Background: an optimization exercise with open tools, aiming at small area. Do not read the settings as production practice.
The RTL was checked by simulation tests, not by an equivalence proof against the original design.

== v1 ==
==> flow/design.v <==
package mic_rx_pkg;
   localparam int N_LINES  = 32;
   localparam int N_CHAN   = 64;
   localparam int SAMPLE_W = 16;
   localparam int CHAN_W   = 6;
   localparam int DEF_CLK_DIV      = 16;
   localparam int DEF_SLOT_BITS    = 32;
   localparam int DEF_SAMPLE_BITS  = 16;
   localparam int DEF_SAMPLE_PHASE = 5;
   typedef logic [CHAN_W-1:0]   chan_t;
   typedef logic [SAMPLE_W-1:0] sample_t;
   function automatic sample_t pattern_word(input logic [9:0] fc, input chan_t ch);
      pattern_word = {fc, ch};
   endfunction
endpackage
module mic_aoi222 (
   input  logic a0, a1, b0, b1, c0, c1,
   output logic y
);
   assign y = ~((a0 & a1) | (b0 & b1) | (c0 & c1));
endmodule
module mic_nand2 (
   input  logic a, b,
   output logic y
);
   assign y = ~(a & b);
endmodule
module mic_rdmux #(
   parameter int N = 64,
   parameter int W = 16
) (
   input  logic [N-1:0]        oh,
   input  logic [N-1:0][W-1:0] d,
   output logic [W-1:0]        q
);
   localparam int G = N / 3;          
   localparam int R = N - 3 * G;      
   logic [W-1:0][G+R-1:0] y_s;        
   for (genvar i = 0; i < W; i++) begin : g_bit
      for (genvar g = 0; g < G; g++) begin : g_grp
         mic_aoi222 u_aoi (
            .a0(oh[3 * g]),     .a1(d[3 * g][i]),
            .b0(oh[3 * g + 1]), .b1(d[3 * g + 1][i]),
            .c0(oh[3 * g + 2]), .c1(d[3 * g + 2][i]),
            .y(y_s[i][g])
         );
      end
      for (genvar r = 0; r < R; r++) begin : g_rem
         mic_nand2 u_nand (.a(oh[3 * G + r]), .b(d[3 * G + r][i]), .y(y_s[i][G + r]));
      end
   end
   always_comb begin
      for (int i = 0; i < W; i++) q[i] = ~&y_s[i];
   end
endmodule
module mic_i2s_rx (
   input  logic                clk,
   input  logic                reset_n,
   input  logic                enable,
   input  logic                clr_overrun,
   output logic                mic_clk,
   output logic                mic_ws,
   input  logic [mic_rx_pkg::N_LINES-1:0]  mic_data,
   output logic                out_valid,
   input  logic                out_ready,
   output logic [mic_rx_pkg::SAMPLE_W-1:0] out_data,
   output logic [mic_rx_pkg::CHAN_W-1:0]   out_chan,
   output logic                out_last,
   output logic [15:0]         frame_cnt,
   output logic                overrun
);
   localparam int NL     = mic_rx_pkg::N_LINES;
   localparam int NC     = mic_rx_pkg::N_CHAN;
   localparam int W      = mic_rx_pkg::SAMPLE_W;
   localparam int RL     = W + 1;       
   localparam int LO_CH  = 14;          
   localparam int LO_DLY = 14;          
   logic [9:0] pos_q;
   logic       phase_hit_s, sample_stb, frame_done;
   always_ff @(posedge clk or negedge reset_n) begin
      if (!reset_n)
         pos_q <= 10'd0;
      else if (enable)
         pos_q <= pos_q + 10'd1;
      else
         pos_q <= 10'd0;
   end
   assign phase_hit_s = enable && (pos_q[3:0] == 4'd5);
   assign sample_stb  = phase_hit_s && (pos_q[8:4] != 5'd0) && (pos_q[8:4] <= 5'd16);
   assign frame_done  = phase_hit_s && (pos_q[8:4] == 5'd17) && pos_q[9];
   assign mic_clk     = pos_q[3];
   assign mic_ws      = pos_q[9];
   logic [NL-1:0][RL-1:0] ring_o_q;    
   logic [NL-1:0][RL-1:0] ring_e_q;    
   logic ins_o, ins_e;
   assign ins_o = sample_stb && !pos_q[9];
   assign ins_e = sample_stb &&  pos_q[9];
   always_ff @(posedge clk) begin
      for (int j = 0; j < NL; j++) begin
         ring_o_q[j] <= {ring_o_q[j][RL-2:0], ins_o ? mic_data[j] : ring_o_q[j][RL-1]};
         ring_e_q[j] <= {ring_e_q[j][RL-2:0], ins_e ? mic_data[j] : ring_e_q[j][RL-1]};
      end
   end
   function automatic int tap_pos(input int c, input int dly);
      tap_pos = (c % 2) ? (RL - dly) % RL : W - 1 - dly;
   endfunction
   function automatic int ins_pos(input int dly);
      ins_pos = (W - dly) % W;
   endfunction
   logic [NC-1:0][W-1:0] obuf_q;
   logic                 ld, cp_q, start_q, busy, out_valid_q, overrun_q;
   logic [3:0]           ph_q;
   logic [5:0]           chan_q;
   logic [15:0]          frame_cnt_q;
   assign busy = start_q || out_valid_q;
   assign ld   = frame_done && !busy;
   logic cp_lo, cp_hi;
   assign cp_lo = (pos_q >= 10'(789 - LO_DLY)) && (pos_q <= 10'd790) &&
                  !(out_valid_q && chan_q < 6'(LO_CH));
   assign cp_hi = ld || cp_q;
   for (genvar c = 0; c < NC; c++) begin : g_word
      localparam int DLY = (c < LO_CH) ? LO_DLY : 0;
      localparam int P   = ins_pos(DLY);
      logic cp_s, tap_s;
      assign cp_s  = (c < LO_CH) ? cp_lo : cp_hi;
      assign tap_s = (c % 2) ? ring_o_q[c / 2][tap_pos(c, DLY)]
                             : ring_e_q[c / 2][tap_pos(c, DLY)];
      always_ff @(posedge clk) begin
         for (int p = 0; p < W; p++)
            obuf_q[c][p] <= (p == P && cp_s) ? tap_s : obuf_q[c][(p + W - 1) % W];
      end
   end
   always_ff @(posedge clk) begin
      ph_q <= ld ? 4'd0 : ph_q + 4'd1;
      cp_q <= ld || (cp_q && ph_q != 4'd14);
   end
   always_ff @(posedge clk or negedge reset_n) begin
      if (!reset_n) begin
         start_q     <= 1'b0;
         out_valid_q <= 1'b0;
         chan_q      <= 6'd0;
         frame_cnt_q <= 16'd0;
         overrun_q   <= 1'b0;
      end else begin
         start_q <= ld;
         if (start_q)
            out_valid_q <= 1'b1;
         else if (out_valid_q && out_ready && chan_q == 6'd63)
            out_valid_q <= 1'b0;
         if (out_valid_q && out_ready) begin
            chan_q <= chan_q + 6'd1;
            if (chan_q == 6'd63)
               frame_cnt_q <= frame_cnt_q + 16'd1;
         end
         if (frame_done && busy)
            overrun_q <= 1'b1;
         else if (clr_overrun)
            overrun_q <= 1'b0;
      end
   end
   logic [W-1:0]  sel_s;
   logic [NC-1:0] chan_oh;
   always_comb begin
      for (int c = 0; c < NC; c++) chan_oh[c] = out_valid_q && (chan_q == 6'(c));
   end
   mic_rdmux #(.N(NC), .W(W)) u_rdmux (.oh(chan_oh), .d(obuf_q), .q(sel_s));
   always_comb begin
      for (int i = 0; i < W; i++)
         out_data[i] = sel_s[(ph_q - i) & (W - 1)];
   end
   assign out_valid = out_valid_q;
   assign out_chan  = chan_q;
   assign out_last  = &chan_q;
   assign frame_cnt = frame_cnt_q;
   assign overrun   = overrun_q;
endmodule
Settings: LEC_CHECK=0, CAP_MARGIN=20, CORE_MARGIN=2, CORE_UTILIZATION=60, PLACE_DENSITY=0.8, SLEW_MARGIN=20, SYNTH_HIERARCHICAL=1; clock period 10.0 ns.
standard.sh (not shown) runs the stock make flow with config.mk's settings and CLKGATE_MAP_FILE= SYNTH_SCRIPT=/design/flow/synth_recipe.tcl, a recipe that flattens the netlist after the stock synthesis.
==> flow/flow/run.sh <==
#!/bin/bash
# Layout flow: the standard flow (standard.sh: ORFS synthesis to finish)
# with two changes to how the layout is made:
#  * port buffers are the smallest buffer cell (buf_1) instead of the one
#    buffer_ports picks by default;
#  * clock tree synthesis adds no dummy loads.
# Each tool's full output is in the logs under orfs/logs/; make's own output
# goes to flow_make.log in the work folder.
set -euo pipefail
cd "$(dirname "$0")/.."
export BUFFER_PORTS_ARGS="-buffer_cell sky130_fd_sc_hd__buf_1"
export CTS_ARGS="-sink_clustering_enable -repair_clock_nets -sink_clustering_size 18 -sink_clustering_max_diameter 60 -buf_list sky130_fd_sc_hd__clkbuf_8 -dont_use_dummy_load"
bash standard.sh finish > flow_make.log 2>&1
Both conditions hold for v1: the flow ran to the end and the final layout passed the timing, DRC and antenna checks.
> inputs changed (v1 -> v30)
--- a/flow/design.v
+++ b/flow/design.v
@@ -70,14 +70,15 @@
    output logic                overrun
 );
    localparam int NL     = mic_rx_pkg::N_LINES;
    localparam int NC     = mic_rx_pkg::N_CHAN;
    localparam int W      = mic_rx_pkg::SAMPLE_W;
    localparam int RL     = W + 1;       
-   localparam int LO_CH  = 14;          
-   localparam int LO_DLY = 14;          
+   function automatic int seg_len(input int c);
+      seg_len = (c + 2 >= 16) ? 16 : (c + 2 >= 8) ? 8 : (c + 2 >= 4) ? 4 : 2;
+   endfunction
    logic [9:0] pos_q;
    logic       phase_hit_s, sample_stb, frame_done;
    always_ff @(posedge clk or negedge reset_n) begin
       if (!reset_n)
          pos_q <= 10'd0;
       else if (enable)
@@ -98,40 +99,42 @@
    always_ff @(posedge clk) begin
       for (int j = 0; j < NL; j++) begin
          ring_o_q[j] <= {ring_o_q[j][RL-2:0], ins_o ? mic_data[j] : ring_o_q[j][RL-1]};
          ring_e_q[j] <= {ring_e_q[j][RL-2:0], ins_e ? mic_data[j] : ring_e_q[j][RL-1]};
       end
    end
-   function automatic int tap_pos(input int c, input int dly);
-      tap_pos = (c % 2) ? (RL - dly) % RL : W - 1 - dly;
-   endfunction
-   function automatic int ins_pos(input int dly);
-      ins_pos = (W - dly) % W;
+   function automatic int tap_pos(input int c, input int b);
+      tap_pos = (c % 2) ? (RL - b) % RL : W - 1 - b;
    endfunction
    logic [NC-1:0][W-1:0] obuf_q;
    logic                 ld, cp_q, start_q, busy, out_valid_q, overrun_q;
    logic [3:0]           ph_q;
    logic [5:0]           chan_q;
    logic [15:0]          frame_cnt_q;
    assign busy = start_q || out_valid_q;
    assign ld   = frame_done && !busy;
-   logic cp_lo, cp_hi;
-   assign cp_lo = (pos_q >= 10'(789 - LO_DLY)) && (pos_q <= 10'd790) &&
-                  !(out_valid_q && chan_q < 6'(LO_CH));
-   assign cp_hi = ld || cp_q;
+   logic cp2, cp4, cp8, cp16;
+   assign cp2  = ld || (cp_q && ph_q == 4'd0);
+   assign cp4  = ld || (cp_q && ph_q <  4'd3);
+   assign cp8  = ld || (cp_q && ph_q <  4'd7);
+   assign cp16 = ld || cp_q;
    for (genvar c = 0; c < NC; c++) begin : g_word
-      localparam int DLY = (c < LO_CH) ? LO_DLY : 0;
-      localparam int P   = ins_pos(DLY);
-      logic cp_s, tap_s;
-      assign cp_s  = (c < LO_CH) ? cp_lo : cp_hi;
-      assign tap_s = (c % 2) ? ring_o_q[c / 2][tap_pos(c, DLY)]
-                             : ring_e_q[c / 2][tap_pos(c, DLY)];
-      always_ff @(posedge clk) begin
-         for (int p = 0; p < W; p++)
-            obuf_q[c][p] <= (p == P && cp_s) ? tap_s : obuf_q[c][(p + W - 1) % W];
+      localparam int N = seg_len(c);
+      logic cp_s;
+      logic [W-1:0] d_s;
+      assign cp_s = (N == 2) ? cp2 : (N == 4) ? cp4 : (N == 8) ? cp8 : cp16;
+      always_comb begin
+         for (int p = 0; p < W; p++) begin
+            if (p % N == 0 && cp_s)
+               d_s[p] = (c % 2) ? ring_o_q[c / 2][tap_pos(c, (W - p) % W)]
+                                : ring_e_q[c / 2][tap_pos(c, (W - p) % W)];
+            else
+               d_s[p] = obuf_q[c][(p + W - 1) % W];
+         end
       end
+      always_ff @(posedge clk) obuf_q[c] <= d_s;
    end
    always_ff @(posedge clk) begin
       ph_q <= ld ? 4'd0 : ph_q + 4'd1;
       cp_q <= ld || (cp_q && ph_q != 4'd14);
    end
    always_ff @(posedge clk or negedge reset_n) begin
@@ -158,13 +161,13 @@
             overrun_q <= 1'b0;
       end
    end
    logic [W-1:0]  sel_s;
    logic [NC-1:0] chan_oh;
    always_comb begin
-      for (int c = 0; c < NC; c++) chan_oh[c] = out_valid_q && (chan_q == 6'(c));
+      for (int c = 0; c < NC; c++) chan_oh[c] = (chan_q == 6'(c));
    end
    mic_rdmux #(.N(NC), .W(W)) u_rdmux (.oh(chan_oh), .d(obuf_q), .q(sel_s));
    always_comb begin
       for (int i = 0; i < W; i++)
          out_data[i] = sel_s[(ph_q - i) & (W - 1)];
    end
==> comparison <==
- v30 ran to completion and came out clean on the timing, DRC and antenna checks.
- Delta (v30 minus v1): post-route fraction of the period consumed by the critical path fell by 3.9 points; area of all placed cells without fillers rose by about 1%; multiplexer area fraction after synthesis rose by 0.68 points; count of multi-input combinational gates rose by about 10%; routed wire length rose by 2.2 mm.
- The total nets after synthesis in v30 was higher than what v1 gave.
- Setup slack: v30 more than v1
- Comparing achievable clock frequency for v30 and v1, the bigger number came from v30.
- v30 against v1; die height is up slightly.
- For via count of the first global-routing pass, v1 and v30 come out practically identical.

[afterwards: timing with drivers on the ports]
How much do the figures lean on ideal ports? The routed layouts below were timed once more, with nothing changed but the port constraints.
Step 1 (the two cells are an assumption about what drives the block):
set clk [get_ports {clk}]
set_driving_cell -lib_cell sky130_fd_sc_hd__clkbuf_16 $clk
set_driving_cell -lib_cell sky130_fd_sc_hd__buf_2 [delete_from_list [all_inputs] $clk]
Step 2 adds t to the input delays and takes it off the output delays; t is the mean of the earliest and latest rising clock arrival at the registers after step 1. Input paths then give back, and output paths get back, about the clock's delay inside the block.
Three values: ideal ports, drivers, drivers and shift; two values: the first two.
run | t (ns) | setup WS [ns] | hold slack, ns | worst setup path at the end
v1 | 0.856 | 2.146 / 2.078 / 2.934 | 0.282 / 0.282 / 0.282 | register to output
v30 | 0.862 | 2.533 / 2.466 / 3.328 | 0.244 / 0.244 / 0.244 | register to output
After both steps every run listed still meets setup and hold.
